This design comes from an exercise in tuning for small area, a short achievable clock period and few clock cycles per item on the open sky130 flow, not from production work.
RTL that was checked went through simulation tests only; none was proved equivalent to the original.
Power figures rest on the tool's default switching activity, not on a simulated workload.

==> flow/design.v <==
module ram_sp_rsp #(
  parameter int AW    = 9,
  parameter int DW    = 8,
  parameter int DEPTH = 384,
  parameter int CW    = 16,
  parameter int RQ    = 5,     
  parameter int K     = 4,     
  parameter int NP    = 8      
) (
  input  logic          clk,
  input  logic          reset,
  input  logic          req_valid,
  output logic          req_ready,
  input  logic          req_we,
  input  logic          req_oe,
  input  logic [AW-1:0] req_addr,
  input  logic [DW-1:0] req_wdata,
  output logic          rsp_valid,
  input  logic          rsp_ready,
  output logic [DW-1:0] rsp_rdata,
  output logic          rsp_err,
  output logic [CW-1:0] wr_cnt,
  output logic [CW-1:0] rd_cnt
);
  localparam int KW  = 2;                     
  localparam int NR  = DEPTH / K;             
  localparam int RG  = (NR + 7) / 8;          
  localparam int CAP = RQ + 1;                
  localparam int OW  = $clog2(CAP + 1);
  localparam int PW  = $clog2(RQ);
  localparam int NW  = $clog2(NP + 1);
  logic          r_v;
  logic          r_we;
  logic          r_oe;
  logic          r_inr;
  logic [AW-1:0] r_addr;
  logic [DW-1:0] r_wdata;
  logic [NR-1:0] r_rs;          
  logic          r_s_el;        
  logic          r_h_v;
  logic [DW-1:0] r_h_d;
  logic          r_h_e;
  logic [DW-1:0] r_q_d [RQ];
  logic          r_q_e [RQ];
  logic [PW-1:0] r_q_wp;
  logic [PW-1:0] r_q_rp;
  logic [OW-1:0] r_q_n;
  logic          w_q_wr;
  logic          r_rdy;
  logic [OW-1:0] r_out;         
  logic [CW-1:0] r_wr_cnt;
  logic [CW-1:0] r_rd_cnt;
  logic          w_acc;
  logic          w_inr;
  logic          w_acc_wr;
  logic          w_acc_rd;
  logic          w_pop;
  logic          w_s_wr;
  logic          w_s_rd;
  logic [KW-1:0] r_ph;
  logic [KW-1:0] w_el_nx;       
  logic [KW-1:0] w_el_nx2;      
  logic [DW-1:0] r_ring [NR][K];
  logic          r_c_v;
  logic [DW-1:0] r_c_d;
  logic [RG-1:0] r_c_rh;        
  logic [7:0]    r_c_rl;
  logic          r_c_from_s;    
  logic [NP-1:0] r_c_sel;       
  logic          r_s_hit;       
  logic [NP-1:0] r_p_v;
  logic [NP-1:0] r_p_v2;
  logic [AW-1:0] r_p_a [NP];
  logic [DW-1:0] r_p_d [NP];
  logic [NP-1:0] r_p_hit;       
  logic [NP-1:0] r_p_elq;       
  assign w_inr     = {1'b0, req_addr} < (AW + 1)'(DEPTH);
  assign req_ready = r_rdy && !reset;
  assign w_acc     = req_valid && req_ready;
  assign w_acc_wr  = w_acc && req_we && w_inr;
  assign w_acc_rd  = w_acc && !req_we && req_oe;
  assign w_pop     = r_h_v && rsp_ready;
  assign w_s_wr    = r_v && r_we && r_inr;
  assign w_s_rd    = r_v && !r_we && r_oe;
  assign w_el_nx   = ~(r_ph + 2'd1);
  assign w_el_nx2  = ~(r_ph + 2'd2);
  logic [NP-1:0] w_p_v;
  logic [AW-1:0] w_p_a_nx [NP];   
  assign w_p_v = r_p_v & r_p_v2;
  always_comb begin
    for (int i = 0; i < NP; i++) begin
      w_p_a_nx[i] = w_p_v[i] ? r_p_a[i] : r_addr;
    end
  end
  always_ff @(posedge clk) begin
    r_v     <= w_acc;
    r_we    <= req_we;
    r_oe    <= req_oe;
    r_inr   <= w_inr;
    r_addr  <= req_addr;
    r_wdata <= req_wdata;
    for (int i = 0; i < NR; i++) r_rs[i] <= req_addr[AW-1:KW] == (AW - KW)'(i);
    r_s_el  <= req_addr[KW-1:0] == w_el_nx2;
    r_s_hit <= req_addr == r_addr;
    for (int i = 0; i < NP; i++) begin
      r_p_hit[i] <= req_addr == w_p_a_nx[i];
      r_p_elq[i] <= w_p_a_nx[i][KW-1:0] == w_el_nx2;
    end
  end
  always_ff @(posedge clk) begin
    r_ph <= r_ph + 1'b1;
  end
  for (genvar gr = 0; gr < NR; gr++) begin : g_ring
    always_ff @(posedge clk) begin
      r_ring[gr][0] <= (r_c_rh[gr / 8] && r_c_rl[gr % 8]) ? r_c_d : r_ring[gr][K-1];
      for (int p = 1; p < K; p++) begin
        r_ring[gr][p] <= r_ring[gr][p-1];
      end
    end
  end
  logic [NP-1:0] w_m;           
  logic [NP-1:0] w_el;          
  logic [NP-1:0] w_sel;         
  logic [NP-1:0] w_free_sel;    
  logic          w_any_el;
  logic          w_m_sel;
  logic          w_alloc;
  logic [AW-1:0] w_sel_a;
  logic [DW-1:0] w_sel_d;
  assign w_m  = w_p_v & r_p_hit;
  assign w_el = w_p_v & r_p_elq;
  always_comb begin
    w_sel      = '0;
    w_free_sel = '0;
    w_sel_a    = '0;
    w_sel_d    = '0;
    for (int i = NP - 1; i >= 0; i--) begin
      if (w_el[i])   w_sel      = NP'(1) << i;
      if (!w_p_v[i]) w_free_sel = NP'(1) << i;
    end
    for (int i = 0; i < NP; i++) begin
      w_sel_a = w_sel_a | (r_p_a[i] & {AW{w_sel[i]}});
      w_sel_d = w_sel_d | (r_p_d[i] & {DW{w_sel[i]}});
    end
  end
  assign w_any_el = |w_el;
  assign w_m_sel  = |(w_m & w_sel);
  assign w_alloc  = w_s_wr && !(|w_m) && (w_any_el || !r_s_el);
  always_ff @(posedge clk) begin
    if (w_any_el) begin
      r_c_v      <= 1'b1;
      r_c_d      <= (w_s_wr && w_m_sel) ? r_wdata : w_sel_d;
      for (int i = 0; i < RG; i++) r_c_rh[i] <= w_sel_a[AW-1:KW+3] == (AW - KW - 3)'(i);
      for (int i = 0; i < 8; i++)  r_c_rl[i] <= w_sel_a[KW+2:KW] == 3'(i);
      r_c_from_s <= 1'b0;
      r_c_sel    <= w_sel;
    end else if (w_s_wr && r_s_el) begin
      r_c_v      <= 1'b1;
      r_c_d      <= r_wdata;
      for (int i = 0; i < RG; i++) r_c_rh[i] <= r_addr[AW-1:KW+3] == (AW - KW - 3)'(i);
      for (int i = 0; i < 8; i++)  r_c_rl[i] <= r_addr[KW+2:KW] == 3'(i);
      r_c_from_s <= 1'b1;
      r_c_sel    <= '0;
    end else begin
      r_c_v      <= 1'b0;
      r_c_rh     <= '0;
    end
  end
  for (genvar gi = 0; gi < NP; gi++) begin : g_pool
    always_ff @(posedge clk) begin
      if (w_sel[gi]) begin
        r_p_v[gi]  <= 1'b0;
        r_p_v2[gi] <= 1'b0;
      end else if (w_alloc && w_free_sel[gi]) begin
        r_p_v[gi]  <= 1'b1;
        r_p_v2[gi] <= 1'b1;
      end
      if (!w_p_v[gi]) begin
        r_p_a[gi] <= r_addr;
      end
      if (!w_p_v[gi] || (w_s_wr && w_m[gi])) begin
        r_p_d[gi] <= r_wdata;
      end
    end
  end
  logic [DW-1:0] w_col [2*K];    
  logic          w_c_hit;
  logic          w_fwd;
  logic [DW-1:0] w_fwd_d;
  assign w_c_hit = r_c_v && (r_c_from_s ? r_s_hit : |(r_c_sel & r_p_hit));
  assign w_fwd   = w_c_hit || (|w_m);
  always_comb begin
    for (int p = 0; p < K; p++) begin
      for (int h = 0; h < 2; h++) begin
        w_col[2*p+h] = '0;
        for (int r = h * NR / 2; r < (h + 1) * NR / 2; r++) begin
          w_col[2*p+h] = w_col[2*p+h] | (r_ring[r][p] & {DW{r_rs[r]}});
        end
      end
    end
    w_fwd_d = r_c_d & {DW{w_c_hit}};
    for (int i = 0; i < NP; i++) begin
      w_fwd_d = w_fwd_d | (r_p_d[i] & {DW{w_m[i]}});
    end
  end
  logic          r_r_v;
  logic          r_r_inr;
  logic [K-1:0]  r_r_pos;       
  logic [DW-1:0] r_r_fwd_d;     
  logic [DW-1:0] r_r_col [2*K];
  logic          w_push;
  logic [DW-1:0] w_s_d;
  always_ff @(posedge clk) begin
    r_r_v     <= w_s_rd && !reset;
    r_r_inr   <= r_inr;
    for (int p = 0; p < K; p++) r_r_pos[p] <= r_addr[KW-1:0] + r_ph == KW'(p) && !w_fwd && r_inr;
    r_r_fwd_d <= (w_fwd && r_inr) ? w_fwd_d : '0;
    for (int p = 0; p < 2 * K; p++) r_r_col[p] <= w_col[p];
  end
  always_comb begin
    w_s_d = r_r_fwd_d;
    for (int p = 0; p < K; p++) begin
      w_s_d = w_s_d | ((r_r_col[2*p] | r_r_col[2*p+1]) & {DW{r_r_pos[p]}});
    end
  end
  assign w_push = r_r_v && !reset;
  logic [NP-1:0] w_srt;
  logic          w_p_ok0;       
  logic          w_p_ok1;       
  logic          w_p_ok;
  logic          w_o_ok;
  always_comb begin
    w_srt = w_p_v;
    for (int k = 0; k < NP; k++) begin
      for (int i = k % 2; i + 1 < NP; i += 2) begin
        {w_srt[i + 1], w_srt[i]} = {w_srt[i + 1] | w_srt[i], w_srt[i + 1] & w_srt[i]};
      end
    end
  end
  always_comb begin
    case ({w_s_wr, w_any_el})
      2'b10:   begin w_p_ok0 = !w_srt[1]; w_p_ok1 = !w_srt[2]; end
      2'b01:   begin w_p_ok0 = 1'b1;      w_p_ok1 = !w_srt[0]; end
      default: begin w_p_ok0 = !w_srt[0]; w_p_ok1 = !w_srt[1]; end
    endcase
  end
  assign w_p_ok = w_acc_wr ? w_p_ok1 : w_p_ok0;
  assign w_o_ok = (w_acc_rd && !w_pop) ? (r_out < OW'(CAP - 1)) :
                  (!w_acc_rd && w_pop) ? 1'b1 : (r_out < OW'(CAP));
  always_ff @(posedge clk) begin
    if (reset) begin
      r_rdy    <= 1'b1;
      r_out    <= '0;
      r_wr_cnt <= '0;
      r_rd_cnt <= '0;
    end else begin
      r_rdy    <= w_o_ok && w_p_ok;
      r_out    <= r_out + OW'(w_acc_rd) - OW'(w_pop);
      if (w_acc_wr) r_wr_cnt <= r_wr_cnt + 1'b1;
      if (w_acc_rd) r_rd_cnt <= r_rd_cnt + 1'b1;
    end
  end
  assign w_q_wr = w_push && ((r_h_v && !w_pop) || r_q_n != '0);
  always_ff @(posedge clk) begin
    if (reset) begin
      r_h_v  <= 1'b0;
      r_h_d  <= '0;
      r_h_e  <= 1'b0;
      r_q_wp <= '0;
      r_q_rp <= '0;
      r_q_n  <= '0;
    end else begin
      if (!r_h_v || w_pop) begin
        if (r_q_n != '0) begin
          r_h_v  <= 1'b1;
          r_h_d  <= r_q_d[r_q_rp];
          r_h_e  <= r_q_e[r_q_rp];
          r_q_rp <= (r_q_rp == PW'(RQ - 1)) ? '0 : r_q_rp + 1'b1;
          if (!w_push) r_q_n <= r_q_n - 1'b1;
        end else begin
          r_h_v <= w_push;
          r_h_d <= w_push ? w_s_d : '0;
          r_h_e <= w_push && !r_r_inr;
        end
      end else if (w_push) begin
        r_q_n <= r_q_n + 1'b1;
      end
      if (w_q_wr) begin
        r_q_wp <= (r_q_wp == PW'(RQ - 1)) ? '0 : r_q_wp + 1'b1;
      end
    end
  end
  for (genvar gi = 0; gi < RQ; gi++) begin : g_q
    always_ff @(posedge clk) begin
      if (w_q_wr && r_q_wp == PW'(gi)) begin
        r_q_d[gi] <= w_s_d;
        r_q_e[gi] <= !r_r_inr;
      end
    end
  end
  assign rsp_valid = r_h_v;
  assign rsp_rdata = r_h_d;
  assign rsp_err   = r_h_e;
  assign wr_cnt    = r_wr_cnt;
  assign rd_cnt    = r_rd_cnt;
endmodule
clock: 5.0 ns
lec_check: 0
abc_clock_period_in_ps: 2500
cap_margin: 20
core_margin: 2
core_utilization: 35
cts_buf_list: sky130_fd_sc_hd__clkbuf_16
cts_cluster_diameter: 80
cts_cluster_size: 24
setup_slack_margin: 2.5
slew_margin: 20
run.sh (not shown) runs the stock make flow with config.mk's settings and CLKGATE_MAP_FILE= SYNTH_SCRIPT=/design/flow/synth_recipe.tcl, a recipe that flattens the netlist after the stock synthesis.
Testbench counts at the start, summed over its fixed seeds: cycles 240,086, items 240,000.
Rerun with:
--- a/flow/design.v
+++ b/flow/design.v
@@ -36,5 +36,6 @@
   logic [AW-1:0] r_addr;
   logic [DW-1:0] r_wdata;
-  logic [NR-1:0] r_rs;          
+  logic [RG-1:0] r_rh;          
+  logic [7:0]    r_rl;
   logic          r_s_el;        
   logic          r_h_v;
@@ -100,5 +101,6 @@
     r_addr  <= req_addr;
     r_wdata <= req_wdata;
-    for (int i = 0; i < NR; i++) r_rs[i] <= req_addr[AW-1:KW] == (AW - KW)'(i);
+    for (int i = 0; i < RG; i++) r_rh[i] <= req_addr[AW-1:KW+3] == (AW - KW - 3)'(i);
+    for (int i = 0; i < 8; i++)  r_rl[i] <= req_addr[KW+2:KW] == 3'(i);
     r_s_el  <= req_addr[KW-1:0] == w_el_nx2;
     r_s_hit <= req_addr == r_addr;
@@ -158,6 +160,6 @@
       r_c_v      <= 1'b1;
       r_c_d      <= r_wdata;
-      for (int i = 0; i < RG; i++) r_c_rh[i] <= r_addr[AW-1:KW+3] == (AW - KW - 3)'(i);
-      for (int i = 0; i < 8; i++)  r_c_rl[i] <= r_addr[KW+2:KW] == 3'(i);
+      r_c_rh     <= r_rh;
+      r_c_rl     <= r_rl;
       r_c_from_s <= 1'b1;
       r_c_sel    <= '0;
@@ -184,5 +186,6 @@
     end
   end
-  logic [DW-1:0] w_col [2*K];    
+  logic [DW-1:0] w_col [K];
+  logic [NR-1:0] w_rsel;
   logic          w_c_hit;
   logic          w_fwd;
@@ -191,10 +194,11 @@
   assign w_fwd   = w_c_hit || (|w_m);
   always_comb begin
+    for (int r = 0; r < NR; r++) begin
+      w_rsel[r] = r_rh[r / 8] && r_rl[r % 8];
+    end
     for (int p = 0; p < K; p++) begin
-      for (int h = 0; h < 2; h++) begin
-        w_col[2*p+h] = '0;
-        for (int r = h * NR / 2; r < (h + 1) * NR / 2; r++) begin
-          w_col[2*p+h] = w_col[2*p+h] | (r_ring[r][p] & {DW{r_rs[r]}});
-        end
+      w_col[p] = '0;
+      for (int r = 0; r < NR; r++) begin
+        w_col[p] = w_col[p] | (r_ring[r][p] & {DW{w_rsel[r]}});
       end
     end
@@ -208,5 +212,5 @@
   logic [K-1:0]  r_r_pos;       
   logic [DW-1:0] r_r_fwd_d;     
-  logic [DW-1:0] r_r_col [2*K];
+  logic [DW-1:0] r_r_col [K];
   logic          w_push;
   logic [DW-1:0] w_s_d;
@@ -216,10 +220,10 @@
     for (int p = 0; p < K; p++) r_r_pos[p] <= r_addr[KW-1:0] + r_ph == KW'(p) && !w_fwd && r_inr;
     r_r_fwd_d <= (w_fwd && r_inr) ? w_fwd_d : '0;
-    for (int p = 0; p < 2 * K; p++) r_r_col[p] <= w_col[p];
+    for (int p = 0; p < K; p++) r_r_col[p] <= w_col[p];
   end
   always_comb begin
     w_s_d = r_r_fwd_d;
     for (int p = 0; p < K; p++) begin
-      w_s_d = w_s_d | ((r_r_col[2*p] | r_r_col[2*p+1]) & {DW{r_r_pos[p]}});
+      w_s_d = w_s_d | (r_r_col[p] & {DW{r_r_pos[p]}});
     end
   end
The changed run completed with no timing, DRC or antenna violations; first-iteration DRC count goes up by well over a third; total power increases by a few percent; setup slack is worse by 0.20 ns; final area grows by a few percent; global-route usage came out higher by 12 points; die area stays flat; final cell count goes up by a few percent; clock skew went up by 0.016 ns; core utilization goes up by 1.3 points; area after synthesis stays flat; clock-buffer cell count fell by 5; sequential power rose by a few percent.
The RTL of the second run of this note was laid out without a check of its function.

[re-timing with driven ports]
No port has a modelled driver above. Below, the same layouts with a new extraction and two added sets of constraints. Step 1 (the two cells are an assumption about what drives the block):
set clk [get_ports {clk}]
set_driving_cell -lib_cell sky130_fd_sc_hd__clkbuf_16 $clk
set_driving_cell -lib_cell sky130_fd_sc_hd__buf_2 [delete_from_list [all_inputs] $clk]
Step 2 also shifts input and output timing later by t, the mid clock arrival at the registers, as if the neighbouring blocks saw the same clock. a / b / c = ideal / step 1 / step 2; a / b = the first two.
| run | shift t [ns] | setup WS [ns] | hold slack, ns |
|---|---|---|---|
| the first run | 0.997 | 2.306 / 2.206 / 1.514 | 0.305 / 0.305 / 0.305 |
| the second run | 1.006 | 2.110 / 2.110 / 1.724 | 0.291 / 0.291 / 0.291 |
After both steps setup and hold are still met in every run listed. For the first run, which loses most, drivers alone change the setup slack by -0.100 ns; drivers and shift together by -0.792 ns.
